Source: an optimization exercise on an open RTL-to-GDS flow (aim: small area). Production flows keep margins and buffers that such runs may drop.
Where RTL was checked, it was by simulation tests only, not by an equivalence proof against the original.
Power and IR drop assume default switching activity.

## job 9357
==> flow/design.v <==
package ippc_pkg;
  localparam logic [2:0] ST_Q = 3'b000;
  localparam logic [2:0] ST_N = 3'b001;
  localparam logic [2:0] ST_A = 3'b011;
  localparam logic [2:0] ST_B = 3'b101;
  localparam logic [2:0] ST_P = 3'b111;
  function automatic logic [5:0] grp_enc(input logic [11:0] s);
    grp_enc[0] = (s[6] && !s[8] && !s[9]) || (!s[2] && !s[3] && !s[6] && s[9] && !s[10]) || (s[3] && !s[4] && !s[9]) || (s[3] && !s[4] && !s[5] && s[10]) || (s[4] && s[9] && !s[10]) || (s[7]) || (!s[3] && !s[10] && s[11]) || (s[5] && !s[10] && !s[11]) || (s[2] && s[10] && !s[11]);
    grp_enc[1] = !((!s[7] && !s[9]) || (!s[2] && !s[3] && s[9] && !s[10] && !s[11]) || (!s[2] && s[3] && !s[4] && s[11]) || (s[2] && !s[3] && s[11]) || (s[4] && !s[10] && !s[11]));
    grp_enc[2] = (s[6] && !s[8]) || (s[5]) || (s[3] && !s[4] && s[11]) || (s[7]) || (s[1] && !s[3] && !s[8] && !s[9]);
    grp_enc[3] = (s[0] && !s[2] && !s[3] && !s[8]) || (!s[0] && s[3] && !s[4] && !s[5]) || (s[1]) || (s[5] && s[6]) || (!s[0] && s[8]) || (s[2] && !s[6] && !s[9]);
    grp_enc[4] = (s[0] && !s[1] && !s[3] && !s[8]) || (s[2]) || (s[4]) || (s[5]) || (s[1] && !s[6] && !s[9]);
    grp_enc[5] = !((!s[0]) || (!s[1] && !s[2] && !s[3] && !s[8]));
  endfunction
  function automatic logic [11:0] grp_dec(input logic [5:0] c);
    grp_dec[0] = (c[5]) || (c[3] && c[4]);
    grp_dec[1] = !((!c[5]) || (!c[3]) || (c[0] && c[2] && c[4]) || (!c[0] && !c[1] && !c[2] && c[4]));
    grp_dec[2] = !((!c[5]) || (!c[4]) || (!c[1] && c[2] && c[3]));
    grp_dec[3] = !((!c[3] && !c[4] && !c[5]) || (!c[3] && c[4] && c[5]) || (c[3] && !c[4] && c[5]) || (c[3] && c[4] && !c[5]) || (!c[0] && !c[1] && !c[2] && !c[4]) || (!c[0] && !c[1] && c[4] && c[5]));
    grp_dec[4] = (!c[2] && !c[3] && c[4] && !c[5]) || (c[0] && c[2] && c[3] && c[4] && c[5]);
    grp_dec[5] = (c[2] && !c[3] && c[4] && !c[5]) || (c[0] && c[2] && c[3] && c[4] && c[5]);
    grp_dec[6] = !((c[1] && !c[2]) || (c[0] && !c[2]) || (!c[3] && c[4] && !c[5]) || (!c[0] && c[3] && c[4] && c[5]) || (!c[2] && !c[3] && !c[5]) || (!c[2] && c[4] && !c[5]) || (!c[0] && !c[1] && c[2] && c[3] && !c[4] && !c[5]) || (!c[0] && !c[1] && c[2] && !c[3] && !c[4] && c[5]));
    grp_dec[7] = !((!c[2]) || (!c[1]) || (!c[0]) || (!c[3] && c[4] && !c[5]));
    grp_dec[8] = (!c[0] && !c[1] && !c[2] && !c[3] && c[5]) || (!c[0] && !c[1] && !c[2] && c[3] && !c[4]) || (c[0] && c[1] && c[2] && c[3] && !c[4] && !c[5]);
    grp_dec[9] = !((!c[0] && !c[1] && !c[2]) || (c[0] && !c[1] && c[2]) || (c[0] && c[2] && c[5]) || (!c[1] && c[3] && c[4] && c[5]) || (c[0] && c[2] && c[3] && c[4]) || (c[0] && c[2] && !c[3] && !c[4]) || (!c[1] && !c[2] && c[3] && !c[4] && !c[5]) || (!c[1] && !c[2] && !c[3] && !c[4] && c[5]));
    grp_dec[10] = (!c[0] && c[1] && c[4] && !c[5]) || (!c[0] && c[1] && !c[3] && !c[5]) || (!c[0] && c[1] && c[3] && !c[4] && c[5]) || (c[0] && c[1] && !c[2] && c[4] && c[5]) || (c[0] && c[1] && !c[3] && !c[4] && c[5]) || (c[0] && c[1] && !c[2] && c[3] && !c[4] && !c[5]) || (!c[0] && !c[1] && c[2] && !c[3] && c[4] && c[5]);
    grp_dec[11] = !((!c[0] && !c[2]) || (c[0] && c[2]) || (!c[1] && c[3] && c[4]) || (c[1] && !c[3] && c[5]) || (!c[1] && !c[2] && !c[5]) || (!c[1] && c[3] && c[5]) || (c[1] && c[3] && !c[4] && !c[5]) || (c[0] && !c[3] && !c[4] && c[5]) || (!c[2] && c[3] && c[4] && c[5]) || (!c[1] && !c[3] && !c[4] && !c[5]) || (c[1] && c[2] && !c[3] && c[4]));
  endfunction
endpackage
module isolated_plus_pattern_counter (
  input  logic        clk,
  input  logic        rst,
  input  logic        psel,
  input  logic        penable,
  input  logic        pwrite,
  input  logic [2:0]  paddr,
  input  logic [31:0] pwdata,
  output logic [31:0] prdata,
  output logic        pready,
  input  logic        in_valid,
  output logic        in_ready,
  input  logic        cell_is_one,
  output logic        out_valid,
  input  logic        out_ready,
  output logic [19:0] plus_count
);
  logic [10:0] grid_rows;
  logic [10:0] grid_cols;
  logic        cfg_write;
  assign pready    = 1'b1;
  assign cfg_write = psel && penable && pwrite;
  always_ff @(posedge clk) begin
    if (rst) begin
      grid_rows <= 11'd1024;
      grid_cols <= 11'd1024;
    end else if (cfg_write) begin
      if (paddr[2]) grid_cols <= pwdata[10:0];
      else          grid_rows <= pwdata[10:0];
    end
  end
  assign prdata = {21'd0, paddr[2] ? grid_cols : grid_rows};
  logic [9:0]  col_last;
  logic [10:0] row_count;
  always_comb begin
    if (grid_cols[10])            col_last = 10'h3ff;
    else if (grid_cols[9:0] == 0) col_last = 10'd0;
    else                          col_last = grid_cols[9:0] - 10'd1;
    if (grid_rows[10])            row_count = 11'd1024;
    else if (grid_rows[9:0] == 0) row_count = 11'd1;
    else                          row_count = grid_rows;
  end
  logic [9:0] col;
  logic [9:0] row;
  logic [10:0] row_inc;
  logic       pend;
  logic       accept;
  logic       at_last_col;
  logic       at_last_row;
  logic       at_first_row;
  logic       frame_end;
  logic [1:0] k;         
  logic       col_ge1;
  logic       col_ge2;
  assign at_last_col  = col == col_last;
  assign row_inc      = {1'b0, row} + 11'd1;
  assign at_last_row  = row_inc == row_count;
  assign at_first_row = row == 10'd0;
  assign frame_end    = at_last_col && at_last_row;
  assign k            = col_last[1:0] - col[1:0];
  assign col_ge1      = col != 10'd0;
  assign col_ge2      = col[9:1] != 9'd0;
  always_ff @(posedge clk) begin
    if (rst || cfg_write) begin
      col <= '0;
      row <= '0;
    end else if (accept) begin
      if (at_last_col) begin
        col <= '0;
        row <= at_last_row ? 10'd0 : row_inc[9:0];
      end else begin
        col <= col + 10'd1;
      end
    end
  end
  logic w1, w2, w3, w4;
  always_ff @(posedge clk) begin
    if (rst || cfg_write) begin
      {w4, w3, w2, w1} <= '0;
    end else if (accept) begin
      if (at_last_col) {w4, w3, w2, w1} <= '0;
      else             {w4, w3, w2, w1} <= {w3, w2, w1, cell_is_one};
    end
  end
  localparam int NSEG = 8;
  logic [5:0]  st_head;
  logic [5:0]  seg_in [NSEG+1];
  logic [5:0]  st_out;
  logic        st_shift;
  logic [5:0]  st_new;
  always_ff @(posedge clk) begin
    if (st_shift) st_head <= st_new;
  end
  assign seg_in[NSEG] = st_head;
  for (genvar i = NSEG - 1; i >= 0; i--) begin : g_seg
    localparam int LEN = 1 << i;
    logic [6*LEN-1:0] sr;
    always_ff @(posedge clk) begin
      if (st_shift) begin
        if (LEN == 1) sr <= seg_in[i+1];
        else          sr <= {sr[6*LEN-7:0], seg_in[i+1]};
      end
    end
    assign seg_in[i] = col_last[2+i] ? sr[6*LEN-1 -: 6] : seg_in[i+1];
  end
  assign st_out = seg_in[0];
  logic [11:0] old_grp;
  assign old_grp = at_first_row ? 12'h000 : ippc_pkg::grp_dec(st_out);
  function automatic logic [3:0] step(input logic [2:0] s, input logic a, input logic b,
                                      input logic c, input logic d, input logic e,
                                      input logic last_row);
    logic t, h, hit;
    logic [2:0] ns;
    t = !b && c && !d;
    h = !a && b && c && d && !e;
    hit = 1'b0;
    if (!c) begin
      ns  = ippc_pkg::ST_Q;
      hit = s == ippc_pkg::ST_B;
    end else if (s == ippc_pkg::ST_P && t) begin
      ns  = ippc_pkg::ST_B;
      hit = last_row;
    end else if (s == ippc_pkg::ST_A && h) begin
      ns  = ippc_pkg::ST_P;
    end else if (s == ippc_pkg::ST_Q && t) begin
      ns  = ippc_pkg::ST_A;
    end else begin
      ns  = ippc_pkg::ST_N;
    end
    step = {hit, ns};
  endfunction
  logic [1:0] pos;         
  logic [2:0] old_main;
  logic [3:0] upd_main;    
  logic [3:0] upd_x1;      
  logic [2:0] new_x0;      
  logic       hit_main;
  logic       hit_x1;
  assign pos      = {k[1], !k[0]};
  assign old_main = old_grp[3*pos +: 3];
  assign upd_main = step(old_main, w4, w3, w2, w1, cell_is_one, at_last_row);
  assign upd_x1   = step(old_grp[8:6], w3, w2, w1, cell_is_one, 1'b0, at_last_row);
  assign new_x0   = cell_is_one ? ippc_pkg::ST_N : ippc_pkg::ST_Q;
  assign hit_main = upd_main[3] && col_ge2;
  assign hit_x1   = upd_x1[3] && col_ge1 && at_last_col;
  logic [2:0]  hold0, hold1, hold2;
  logic [11:0] grp_new;
  assign st_shift = accept && (at_last_col || (col_ge2 && k == 2'd2));
  assign grp_new  = {at_last_col ? new_x0        : upd_main[2:0],
                     at_last_col ? upd_x1[2:0]   : hold2,
                     at_last_col ? upd_main[2:0] : hold1,
                     hold0};
  assign st_new   = ippc_pkg::grp_enc(grp_new);
  always_ff @(posedge clk) begin
    if (rst || cfg_write) begin
      hold0 <= ippc_pkg::ST_Q;
      hold1 <= ippc_pkg::ST_Q;
      hold2 <= ippc_pkg::ST_Q;
    end else if (accept) begin
      if (st_shift) begin
        hold0 <= ippc_pkg::ST_Q;
        hold1 <= ippc_pkg::ST_Q;
        hold2 <= ippc_pkg::ST_Q;
      end else begin
        if (pos == 2'd0) hold0 <= upd_main[2:0];
        if (pos == 2'd1) hold1 <= upd_main[2:0];
        if (pos == 2'd2) hold2 <= upd_main[2:0];
      end
    end
  end
  logic [17:0] count;
  logic        hold_in;
  logic        taken;
  logic        valid_next;
  assign plus_count = {2'b00, count};
  assign in_ready   = !hold_in;
  assign accept     = in_valid && !hold_in;
  assign taken      = out_valid && out_ready;
  always_comb begin
    if (out_valid) valid_next = !taken || pend || (accept && frame_end);
    else           valid_next = accept && frame_end;
  end
  always_ff @(posedge clk) begin
    if (rst) begin
      count     <= '0;
      pend      <= 1'b0;
      out_valid <= 1'b0;
      hold_in   <= 1'b0;
    end else begin
      out_valid <= valid_next;
      hold_in   <= valid_next && !out_ready;
      if (out_valid) begin
        if (taken) begin
          count <= '0;
          pend  <= 1'b0;
        end else if (accept && frame_end) begin
          pend  <= 1'b1;
        end
      end else if (cfg_write) begin
        count <= '0;
      end else if (accept) begin
        count <= count + 18'(hit_main) + 18'(hit_x1);
      end
    end
  end
endmodule
Settings: LEC_CHECK=0, CAP_MARGIN=20, CORE_MARGIN=2, CORE_UTILIZATION=60, CTS_BUF_LIST=sky130_fd_sc_hd__clkbuf_8, CTS_CLUSTER_DIAMETER=60, CTS_CLUSTER_SIZE=18, SLEW_MARGIN=20; clock period 8.0 ns.
standard.sh (not shown) runs the stock make flow with config.mk's settings and CLKGATE_MAP_FILE= SYNTH_SCRIPT=/design/flow/synth_recipe.tcl, a recipe that flattens the netlist after the stock synthesis.
==> flow/flow/run.sh <==
#!/bin/bash
set -euo pipefail
export CTS_ARGS="-sink_clustering_enable -repair_clock_nets -sink_clustering_size 18 -sink_clustering_max_diameter 60 -buf_list sky130_fd_sc_hd__clkbuf_8 -dont_use_dummy_load"
export BUFFER_PORTS_ARGS="-buffer_cell sky130_fd_sc_hd__buf_1"
bash standard.sh > standard.log 2>&1
Here is what was changed in the inputs of job 3916 compared with job 9357.
--- a/flow/design.v
+++ b/flow/design.v
@@ -112,24 +112,22 @@
     end
   end
-  localparam int NSEG = 8;
-  logic [5:0]  st_head;
+  localparam int NSEG = 7;
+  logic [11:0] st_head;
   logic [5:0]  seg_in [NSEG+1];
   logic [5:0]  st_out;
   logic        st_shift;
+  logic        st_pad;
   logic [5:0]  st_new;
   always_ff @(posedge clk) begin
-    if (st_shift) st_head <= st_new;
-  end
-  assign seg_in[NSEG] = st_head;
+    if (st_shift) st_head <= {st_head[5:0], st_new};
+  end
+  assign seg_in[NSEG] = st_head[11:6];
   for (genvar i = NSEG - 1; i >= 0; i--) begin : g_seg
-    localparam int LEN = 1 << i;
+    localparam int LEN = 2 << i;
     logic [6*LEN-1:0] sr;
     always_ff @(posedge clk) begin
-      if (st_shift) begin
-        if (LEN == 1) sr <= seg_in[i+1];
-        else          sr <= {sr[6*LEN-7:0], seg_in[i+1]};
-      end
-    end
-    assign seg_in[i] = col_last[2+i] ? sr[6*LEN-1 -: 6] : seg_in[i+1];
+      if (st_shift) sr <= {sr[6*LEN-7:0], seg_in[i+1]};
+    end
+    assign seg_in[i] = col_last[3+i] ? sr[6*LEN-1 -: 6] : seg_in[i+1];
   end
   assign st_out = seg_in[0];
@@ -172,8 +170,9 @@
   assign new_x0   = cell_is_one ? ippc_pkg::ST_N : ippc_pkg::ST_Q;
   assign hit_main = upd_main[3] && col_ge2;
-  assign hit_x1   = upd_x1[3] && col_ge1 && at_last_col;
+  assign hit_x1   = upd_x1[3] && col_ge2 && at_last_col;
   logic [2:0]  hold0, hold1, hold2;
   logic [11:0] grp_new;
-  assign st_shift = accept && (at_last_col || (col_ge2 && k == 2'd2));
+  assign st_pad   = !col_ge1 && !at_last_col && !col_last[2];
+  assign st_shift = accept && (at_last_col || st_pad || (col_ge2 && k == 2'd2));
   assign grp_new  = {at_last_col ? new_x0        : upd_main[2:0],
                      at_last_col ? upd_x1[2:0]   : hold2,
[summary]
Job 3916 against job 9357: global-route wire length before repair up 5.1%, maximum fanout along the worst path down 1, post-route minimum period up 780 ps.
Sort job 3916 and job 9357 by total clock buffers created by CTS, descending, and job 3916 comes first.
Combinational power in job 3916 vs job 9357: up 45%
Only the layout flow was run in job 3916; the RTL was not checked for function there.

-- port drivers added, routing unchanged --
No port has a modelled driver above. Below, the same layouts with a new extraction and two added sets of constraints. Step 1: set_driving_cell puts a clkbuf_16 on clk and a buf_2 on each other input, an assumption about the parent block. Step 2 adds t to the input delays and takes it off the output delays; t is the mean of the earliest and latest rising clock arrival at the registers after step 1. Input paths then give back, and output paths get back, about the clock's delay inside the block. Three values: ideal ports, drivers, drivers and shift; two values: the first two.
run	shift t [ns]	setup WS [ns]	worst register clock-pin slew, ns	worst data-port slew with drivers (ns)
job 9357	0.771	1.431 / 1.431 / 1.431	0.12 / 0.12	0.06
job 3916	0.792	0.651 / 0.651 / 0.651	0.11 / 0.11	0.14
After both steps every run listed still meets setup and hold.
